Context: an optimization exercise on an open-source flow, tuned for small area, a short achievable clock period and few clock cycles per item. The choices shown serve that exercise and are no tape-out recipe.
In this exercise RTL edits were held to simulation tests only and were not proved equivalent to the original.
No activity file was given, so power comes from the tool's default toggle rates.

<file path="design/flow/design.v">
module pfc_queue #(
  parameter int JW = 14
) (
  input  logic          clk,
  input  logic          rst_n,
  input  logic          push,
  input  logic [JW-1:0] push_data,
  output logic          full,
  input  logic          pop,
  output logic [JW-1:0] pop_data,
  output logic          empty
);
  localparam int QDEPTH = 4;
  localparam int QPTR_W = 2;
  localparam int QCNT_W = 3;
  logic [JW-1:0]       ent_r [QDEPTH];
  logic [QPTR_W-1:0]   wr_ptr_r;
  logic [QPTR_W-1:0]   rd_ptr_r;
  logic [QCNT_W-1:0]   cnt_r;
  logic                do_push;
  logic                do_pop;
  assign full     = (cnt_r == 3'd4);
  assign empty    = (cnt_r == 3'd0);
  assign pop_data = ent_r[rd_ptr_r];
  assign do_push  = push && !full;
  assign do_pop   = pop && !empty;
  always_ff @(posedge clk) begin
    if (do_push) begin
      ent_r[wr_ptr_r] <= push_data;
    end
  end
  always_ff @(posedge clk) begin
    if (!rst_n) begin
      wr_ptr_r <= '0;
      rd_ptr_r <= '0;
      cnt_r    <= '0;
    end else begin
      if (do_push) begin
        wr_ptr_r <= wr_ptr_r + 2'd1;
      end
      if (do_pop) begin
        rd_ptr_r <= rd_ptr_r + 2'd1;
      end
      if (do_push && !do_pop) begin
        cnt_r <= cnt_r + 3'd1;
      end else if (do_pop && !do_push) begin
        cnt_r <= cnt_r - 3'd1;
      end
    end
  end
endmodule
module pfc_front (
  input  logic        clk,
  input  logic        rst_n,
  input  logic        cfg_decrypt,
  input  logic [4:0]  cfg_filler,
  input  logic        in_valid,
  output logic        in_ready,
  input  logic [4:0]  in_letter,
  input  logic        in_final,
  output logic        q_push,
  output logic [13:0] q_data,
  input  logic        q_full
);
  localparam logic [1:0] JK_ENC  = 2'd0;
  localparam logic [1:0] JK_DEC  = 2'd1;
  localparam logic [1:0] JK_MARK = 2'd2;
  function automatic logic [4:0] fold_j(input logic [4:0] v);
    fold_j = (v == 5'd9) ? 5'd8 : v;
  endfunction
  function automatic logic [13:0] mk_job(input logic [1:0] kind, input logic [4:0] a,
                                         input logic [4:0] b, input logic last,
                                         input logic err);
    mk_job = {kind, a, b, last, err};
  endfunction
  logic        pend_v_r;
  logic [4:0]  pend_r;
  logic        extra_v_r;
  logic [13:0] extra_r;
  logic        accept;
  logic [4:0]  l;
  logic [4:0]  fill;
  logic        fin;
  logic        push_now;
  logic [13:0] job_now;
  logic        need_extra;
  logic [13:0] extra_job;
  logic        pend_v_nxt;
  logic [4:0]  pend_nxt;
  assign in_ready = !extra_v_r && !q_full;
  assign accept   = in_valid && in_ready;
  assign l        = fold_j(in_letter);
  assign fin      = in_final;
  assign fill     = fold_j(cfg_filler);
  always_comb begin
    push_now   = 1'b0;
    job_now    = '0;
    need_extra = 1'b0;
    extra_job  = '0;
    pend_v_nxt = pend_v_r;
    pend_nxt   = pend_r;
    if (!cfg_decrypt) begin
      if (!pend_v_r) begin
        if (fin) begin
          push_now = 1'b1;
          job_now  = mk_job(JK_ENC, l, fill, 1'b1, 1'b0);
        end else begin
          pend_v_nxt = 1'b1;
          pend_nxt   = l;
        end
      end else if (pend_r == l) begin
        push_now = 1'b1;
        job_now  = mk_job(JK_ENC, pend_r, fill, 1'b0, 1'b0);
        if (fin) begin
          need_extra = 1'b1;
          extra_job  = mk_job(JK_ENC, l, fill, 1'b1, 1'b0);
          pend_v_nxt = 1'b0;
        end
      end else begin
        push_now   = 1'b1;
        job_now    = mk_job(JK_ENC, pend_r, l, fin, 1'b0);
        pend_v_nxt = 1'b0;
      end
    end else begin
      if (!pend_v_r) begin
        if (fin) begin
          push_now = 1'b1;
          job_now  = mk_job(JK_MARK, 5'd0, 5'd0, 1'b1, 1'b1);
        end else begin
          pend_v_nxt = 1'b1;
          pend_nxt   = l;
        end
      end else begin
        push_now   = 1'b1;
        job_now    = mk_job(JK_DEC, pend_r, l, fin, 1'b0);
        pend_v_nxt = 1'b0;
      end
    end
    if (fin) begin
      pend_v_nxt = 1'b0;
    end
  end
  always_comb begin
    if (extra_v_r) begin
      q_push = !q_full;
      q_data = extra_r;
    end else begin
      q_push = accept && push_now;
      q_data = job_now;
    end
  end
  always_ff @(posedge clk) begin
    if (!rst_n) begin
      pend_v_r  <= 1'b0;
      pend_r    <= '0;
      extra_v_r <= 1'b0;
    end else begin
      if (accept) begin
        pend_v_r <= pend_v_nxt;
        pend_r   <= pend_nxt;
      end
      if (accept && need_extra) begin
        extra_v_r <= 1'b1;
      end else if (extra_v_r && !q_full) begin
        extra_v_r <= 1'b0;
      end
    end
  end
  always_ff @(posedge clk) begin
    if (accept && need_extra) begin
      extra_r <= extra_job;
    end
  end
endmodule
module pfc_back (
  input  logic         clk,
  input  logic         rst_n,
  input  logic [124:0] cfg_rows,
  input  logic [4:0]   cfg_filler,
  input  logic         q_empty,
  input  logic [13:0]  q_data,
  output logic         q_pop,
  output logic         out_valid,
  input  logic         out_ready,
  output logic [4:0]   out_letter,
  output logic         out_letter_valid,
  output logic         out_eom,
  output logic         out_odd_error
);
  localparam int         SIDE    = 5;
  localparam logic [1:0] JK_ENC  = 2'd0;
  localparam logic [1:0] JK_DEC  = 2'd1;
  localparam logic [1:0] JK_MARK = 2'd2;
  function automatic logic [4:0] fold_j(input logic [4:0] v);
    fold_j = (v == 5'd9) ? 5'd8 : v;
  endfunction
  function automatic logic [4:0] cell_at(input logic [124:0] rows, input logic [2:0] r,
                                         input logic [2:0] c);
    logic [4:0] res;
    res = '0;
    for (int i = 0; i < SIDE; i++) begin
      for (int j = 0; j < SIDE; j++) begin
        if (r == 3'(i) && c == 3'(j)) begin
          res = rows[i*25 + j*5 +: 5];
        end
      end
    end
    cell_at = res;
  endfunction
  function automatic logic [5:0] locate(input logic [124:0] rows, input logic [4:0] v);
    logic [5:0] p;
    logic       found;
    p     = '0;
    found = 1'b0;
    for (int r = 0; r < SIDE; r++) begin
      for (int c = 0; c < SIDE; c++) begin
        if (!found && rows[r*25 + c*5 +: 5] == v) begin
          p     = {3'(r), 3'(c)};
          found = 1'b1;
        end
      end
    end
    locate = p;
  endfunction
  function automatic logic [2:0] step_idx(input logic [2:0] i, input logic back);
    logic [2:0] res;
    if (back) begin
      res = (i == 3'd0) ? 3'(SIDE - 1) : i - 3'd1;
    end else begin
      res = (i == 3'(SIDE - 1)) ? 3'd0 : i + 3'd1;
    end
    step_idx = res;
  endfunction
  logic        loc_v_r;
  logic [13:0] loc_job_r;
  logic [2:0]  r1_r, c1_r, r2_r, c2_r;
  logic [1:0]  em_v_r;
  logic [7:0]  em0_r;
  logic [7:0]  em1_r;
  logic        out_v_r;
  logic [7:0]  out_r;
  logic [1:0]  kind;
  logic        last;
  logic        err;
  logic        out_load;
  logic        em_free;
  logic        em_load;
  logic        back;
  logic [4:0]  fill;
  logic [4:0]  x;
  logic [4:0]  y;
  logic        keep_x;
  logic        keep_y;
  logic [1:0]  em_v_nxt;
  logic [7:0]  em0_nxt;
  logic [7:0]  em1_nxt;
  logic [5:0]  p1;
  logic [5:0]  p2;
  assign kind     = loc_job_r[13:12];
  assign last     = loc_job_r[1];
  assign err      = loc_job_r[0];
  assign out_load = em_v_r[0] && (!out_v_r || out_ready);
  assign em_free  = (em_v_r == 2'b00) || (em_v_r == 2'b01 && out_load);
  assign em_load  = loc_v_r && em_free;
  assign q_pop    = !q_empty && (!loc_v_r || em_load);
  assign fill     = fold_j(cfg_filler);
  assign back     = (kind == JK_DEC);
  assign p1       = locate(cfg_rows, q_data[11:7]);
  assign p2       = locate(cfg_rows, q_data[6:2]);
  always_comb begin
    if (r1_r == r2_r) begin
      x = cell_at(cfg_rows, r1_r, step_idx(c1_r, back));
      y = cell_at(cfg_rows, r2_r, step_idx(c2_r, back));
    end else if (c1_r == c2_r) begin
      x = cell_at(cfg_rows, step_idx(r1_r, back), c1_r);
      y = cell_at(cfg_rows, step_idx(r2_r, back), c2_r);
    end else begin
      x = cell_at(cfg_rows, r1_r, c2_r);
      y = cell_at(cfg_rows, r2_r, c1_r);
    end
  end
  assign keep_x = (x != fill);
  assign keep_y = (y != fill);
  always_comb begin
    em_v_nxt = 2'b00;
    em0_nxt  = '0;
    em1_nxt  = '0;
    case (kind)
      JK_ENC: begin
        em_v_nxt = 2'b11;
        em0_nxt  = {x, 3'b100};
        em1_nxt  = {y, 3'b100};
      end
      JK_DEC: begin
        case ({keep_x, keep_y})
          2'b11: begin
            em_v_nxt = 2'b11;
            em0_nxt  = {x, 3'b100};
            em1_nxt  = {y, 3'b100};
          end
          2'b10: begin
            em_v_nxt = 2'b01;
            em0_nxt  = {x, 3'b100};
          end
          2'b01: begin
            em_v_nxt = 2'b01;
            em0_nxt  = {y, 3'b100};
          end
          default: begin
            em_v_nxt = last ? 2'b01 : 2'b00;
          end
        endcase
      end
      JK_MARK: begin
        em_v_nxt   = 2'b01;
        em0_nxt[0] = err;
      end
      default: begin
        em_v_nxt = 2'b00;
      end
    endcase
    if (last) begin
      if (em_v_nxt[1]) begin
        em1_nxt[1] = 1'b1;
      end else begin
        em0_nxt[1] = 1'b1;
      end
    end
  end
  always_ff @(posedge clk) begin
    if (!rst_n) begin
      loc_v_r <= 1'b0;
      em_v_r  <= 2'b00;
      out_v_r <= 1'b0;
    end else begin
      if (q_pop) begin
        loc_v_r <= 1'b1;
      end else if (em_load) begin
        loc_v_r <= 1'b0;
      end
      if (em_load) begin
        em_v_r <= em_v_nxt;
      end else if (out_load) begin
        em_v_r <= {1'b0, em_v_r[1]};
      end
      if (out_load) begin
        out_v_r <= 1'b1;
      end else if (out_ready) begin
        out_v_r <= 1'b0;
      end
    end
  end
  always_ff @(posedge clk) begin
    if (q_pop) begin
      loc_job_r     <= q_data;
      {r1_r, c1_r}  <= p1;
      {r2_r, c2_r}  <= p2;
    end
    if (em_load) begin
      em0_r <= em0_nxt;
      em1_r <= em1_nxt;
    end else if (out_load) begin
      em0_r <= em1_r;
    end
    if (out_load) begin
      out_r <= em0_r;
    end
  end
  assign out_valid        = out_v_r;
  assign out_letter       = out_r[7:3];
  assign out_letter_valid = out_r[2];
  assign out_eom          = out_r[1];
  assign out_odd_error    = out_r[0];
endmodule
module playfair_digraph_cipher_top (
  input  logic         clk,
  input  logic         rst_n,
  input  logic         cfg_we,
  input  logic [2:0]   cfg_index,
  input  logic [24:0]  cfg_data,
  input  logic         in_valid,
  output logic         in_ready,
  input  logic [4:0]   in_letter,
  input  logic         in_final,
  output logic         out_valid,
  input  logic         out_ready,
  output logic [4:0]   out_letter,
  output logic         out_letter_valid,
  output logic         out_eom,
  output logic         out_odd_error
);
  logic         decrypt_r;
  logic [4:0]   filler_r;
  logic [124:0] rows_r;
  logic         q_push;
  logic [13:0]  q_push_data;
  logic         q_full;
  logic         q_pop;
  logic [13:0]  q_pop_data;
  logic         q_empty;
  always_ff @(posedge clk) begin
    if (!rst_n) begin
      decrypt_r <= 1'b0;
      filler_r  <= 5'd23;
      rows_r    <= '0;
    end else if (cfg_we) begin
      case (cfg_index)
        3'd0: decrypt_r       <= cfg_data[0];
        3'd1: rows_r[24:0]    <= cfg_data;
        3'd2: rows_r[49:25]   <= cfg_data;
        3'd3: rows_r[74:50]   <= cfg_data;
        3'd4: rows_r[99:75]   <= cfg_data;
        3'd5: rows_r[124:100] <= cfg_data;
        3'd6: filler_r        <= cfg_data[4:0];
        default: begin
        end
      endcase
    end
  end
  pfc_front u_front (
    .clk         (clk),
    .rst_n       (rst_n),
    .cfg_decrypt (decrypt_r),
    .cfg_filler  (filler_r),
    .in_valid    (in_valid),
    .in_ready    (in_ready),
    .in_letter   (in_letter),
    .in_final    (in_final),
    .q_push      (q_push),
    .q_data      (q_push_data),
    .q_full      (q_full)
  );
  pfc_queue u_queue (
    .clk       (clk),
    .rst_n     (rst_n),
    .push      (q_push),
    .push_data (q_push_data),
    .full      (q_full),
    .pop       (q_pop),
    .pop_data  (q_pop_data),
    .empty     (q_empty)
  );
  pfc_back u_back (
    .clk              (clk),
    .rst_n            (rst_n),
    .cfg_rows         (rows_r),
    .cfg_filler       (filler_r),
    .q_empty          (q_empty),
    .q_data           (q_pop_data),
    .q_pop            (q_pop),
    .out_valid        (out_valid),
    .out_ready        (out_ready),
    .out_letter       (out_letter),
    .out_letter_valid (out_letter_valid),
    .out_eom          (out_eom),
    .out_odd_error    (out_odd_error)
  );
endmodule
</file>
<file path="design/flow/run.sh">
#!/bin/bash
# synth_recipe.tcl (not shown) runs the flow's synth.tcl, then flattens the netlist and writes it again
# the make line also repeats each setting of config.mk as NAME=value (left out here)
make -C /OpenROAD-flow-scripts/flow DESIGN_CONFIG=/design/flow/config.mk WORK_HOME=/design/flow/orfs CLKGATE_MAP_FILE= SYNTH_SCRIPT=/design/flow/synth_recipe.tcl finish
</file>
<file path="design/flow/config.mk">
export PLATFORM = sky130hd
export DESIGN_NAME = playfair_digraph_cipher_top
export DESIGN_NICKNAME = playfair_digraph_cipher_top
export VERILOG_FILES = /design/flow/design.v
export SDC_FILE = /design/flow/constraint.sdc
export NUM_CORES = 4
export LEC_CHECK = 0
export CAP_MARGIN = 20
export CORE_MARGIN = 2
export CORE_UTILIZATION = 25
export PLACE_DENSITY = 0.45
export SLEW_MARGIN = 20
</file>
<file path="design/flow/constraint.sdc">
create_clock -name core_clock -period 7.0 [get_ports {clk}]
set_input_delay 1.4000 -clock core_clock [delete_from_list [all_inputs] [get_ports {clk}]]
set_output_delay 1.4000 -clock core_clock [all_outputs]
set_load 0.01 [all_outputs]
</file>
==> impl_results.md <==
* Via density per instance at 6.40
* Final min period at 5990 ps
* Hold buffers post-CTS at 0
* CP startpoint: u_back.c1_r[0]
* Slowest CP cell: nor2b_1
* CP Depth at 15
* Worst-margin pin slew at 1240 ps
* Cell with the most instances after synthesis: nand2_1
* Die W at 324 µm
* Crit Path Category: reg2reg
* Congestion Overflow GR at 0
* Post-CTS sizing at 0
* FF+latch count, synth at 252
* IO Count at 49
* Setup Buffers After CTS at 0
* F_max at 0.167 GHz
* Pleak at 9.12 nW
* Post-synth top cells: nand2_1, a21oi_1, clkbuf_1
* Initial Utilization at 25.1%
* Setup slack after layout at 1010 ps
* Crit path cell chain: inv_1, ha_2, buf_4, nor2b_1, a221o_1, a32oi_1, o32a_1, o21ai_1, a21oi_1, a211oi_2, o31a_1, o22ai_1, or4_1, a21oi_2, nor4_1
* WL final at 180,000 µm
* Max cap viols at 0
* Nature of the critical path endpoint: flop
* Dominant cell type by area after synthesis: edfxtp_1
* Setup TNS at 0 ps
* Peak fanout along the critical path at 21
* Area grow syn2layout at 12.3%
* Port Buffer Count at 48
* Setup Skew at 37.3 ps
* Post-DP HPWL at 128,000 µm
* Inserted Clock Buffers at 29
* Synth warn at 4
* HP Start: rows_r[30]
* Fillers at 11,300
* GPL Wtd Cong at 1.09
* 1st-iter DRT viols at 4,820
* Initial antenna violation count at 20
* Max Transition Viols Final at 0
* Syn Nets at 3,527
* Core ar. at 102,000 µm²
* Vias in the first global route at 27,100
* H-Tree Depth at 1
* Pwr dens at 526 nW/µm²
* Period utilisation layout at 85.5%
* FFs w/ async S/R, synth at 0%
* Global Route Usage Sum at 33.2%
* Hold Vio Cnt, Final at 0
* Fin nets at 3,428
* Startpoint types: flop
* Avg Inst Size Synth at 7.38 µm²
* Post-synth top area share at 11.9%
* Synth top area cells: edfxtp_1, dfxtp_1, nand2_1
* Dominant synthesized flop cell: dfxtp_1
* Core Rows at 117
* Worst r2r src: u_back.c1_r[0]
* WP data arrival at 6260 ps
* Proportion of layout cells with a drive suffix above 1 at 11.1%
* Delay-heaviest family, CP: compound AO/OA/AOI/OAI gates
* Worst hold path depth at 2
* Max rail drop VDD at 0.221 mV
* Place WS at 1460 ps
* Vias at 30,400
* Die area at 105,000 µm²
* Type of the worst min-delay path: reg2reg
* CTS tree: done
* FF/Latch Area at 6060 µm²
* Largest net degree at the start of global routing at 93
* Max transition margin at 16.9%
* Largest stage delay on the critical path at 820 ps
* CTS root buf: clkbuf_16
* CTS clk-pin slew, worst paths at 70 ps
* Clock latency on the worst-skew pair at 600 ps
* CP Data Required Time at 7280 ps
* Die Y-Extent at 324 µm
* WP buf/inv at 2
* DR pass1 iterations at 9
* Synthesized instance count at 3,458
* DRC at 0
* Drt wl/cell at 37.9 µm
* R2R depth at 15
* Mapped cell area at 25,500 µm²
* Maximum clock insertion buffer count at 3
* CTS sink cnt at 252
* Post-synth EDFFs at 101
* First-pass GRT wire length at 241,000 µm
* Run status: timing/DRC/antenna clean
* Final setup fails at 0
* Area of the multi-input gates at 17,400 µm²
* Sequential element share of the synthesized area at 23.7%
* Synth unique cells at 114
* Post-DRT Antenna Nets at 0
* Setup repair after global routing missed its margin: false
-- cells in the final DEF (no fill, tap or decap), types with 27 or more instances in the layout --
cell type / n
clkbuf_16: 29
nand2_1: 497
xnor2_1: 197
dfxtp_1: 150
nand3_1: 139
o22ai_1: 41
o211ai_1: 49
nor4_1: 31
nor2_1: 176
a21oi_1: 223
nand2b_1: 45
buf_4: 219
xor2_1: 74
mux2i_1: 31
edfxtp_1: 101
inv_1: 72
nand4_1: 27
nor3_1: 117
a221oi_1: 43
nor2b_1: 46
a211oi_1: 58
a31oi_1: 57
clkdlybuf4s50_1: 47
a21boi_0: 129
o21ai_0: 187
-- final timing paths --
path                          end  slack, ps
setup / recovery  u_back.em1_r[4]       1010
hold / removal         rows_r[30]        460
setup reg to reg  u_back.em1_r[4]       1010
hold reg to reg        rows_r[30]        460
-- cell type report --
cell class,instances,share of cell area [%]
Clock buffer,40,2.89
Sequential cell,252,21.1
Timing Repair Buffer,269,7.59
Inverter,76,0.995
Clock inverter,14,0.493
Multi-Input combinational cell,2731,60.9
Antenna cell,8,0.0698
Tap cell,1368,5.97
-- cells by family after synthesis --
group           synth area share [%]
flops                           23.7
fa+ha+maj                       1.50
compound gates                  31.3
xor+xnor                        9.30
simple gates                    23.1
mux                             2.92
buf+inv                         8.16
-- per-layer routing --
| metal | global-route usage (%) | wire length, µm | vias up |
|---|---|---|---|
| met4 | 22.0 | 14900 | 20 |
| li1 | - | - | 12500 |
| met2 | 46.4 | 71200 | 2415 |
| met5 | 0.602 | 165 | - |
| met1 | 41.8 | 69300 | 14900 |
| met3 | 13.1 | 24600 | 656 |
-- flip-flops by register name, summed over array words and instances (netlist names), 5 cells and up, named ones only --
| signal | cells |
|---|---|
| u_queue.ent_r | 52 |
| filler_r | 5 |
| u_back.em0_r | 8 |
| u_front.pend_r | 5 |
| rows_r | 125 |
| u_front.extra_r | 11 |
| u_back.out_r | 8 |
| u_back.em1_r | 7 |
-- where the power goes --
group          internal [mW]  leakage (nW)  total (mW)  switching [mW]
registers               1.78          2.15        2.00           0.219
clock network          0.902         0.478        1.58           0.675
logic                   3.41          6.49        11.5            8.07
total                   6.10          9.12        15.1            8.97
-- stage by stage --
step / total power [mW] / utilization, % / hold slack [ps] / cells / cell area (µm²)
floorplan: 9.14 / - / 400 / 3458 / 25500
global placement: 13.0 / 27.2 / 453 / 4696 / 27700
detailed placement: 12.8 / 27.2 / 458 / 4696 / 27700
CTS: 14.5 / 28.2 / 466 / 4750 / 28600
global route: 15.4 / 28.2 / 483 / 4750 / 28600
finish: 15.1 / 28.2 / 463 / 4758 / 28700
-- tightest hold or removal path, cell delays in order (launching register included) --
cell	delay, ps
dfxtp_1	310
nand2_1	40
a21boi_0	60
Testbench counts, summed over its fixed seeds: cycles 13,843, letters 12,800.

port drivers added, routing unchanged:
Ports are ideal in the flow. The routed layout listed here was re-timed in OpenROAD. Step 1 assumes that a clkbuf_16 drives the clock port and a buf_2 every other input. Step 2 also shifts input and output timing later by t, the mid clock arrival at the registers, as if the neighbouring blocks saw the same clock. Three values: ideal ports, drivers, drivers and shift; two values: the first two.
t (ns): 0.639
setup WS [ns]: 1.014 / 1.014 / 1.014
hold slack, ns: 0.463 / 0.463 / 0.463
worst setup path after step 2: register to register
clock arrival spread, ns: 0.037 / 0.037
After both steps this run still meets setup and hold. The setup slack of this run moves by 0.000 ns with the drivers and by 0.000 ns with both steps.
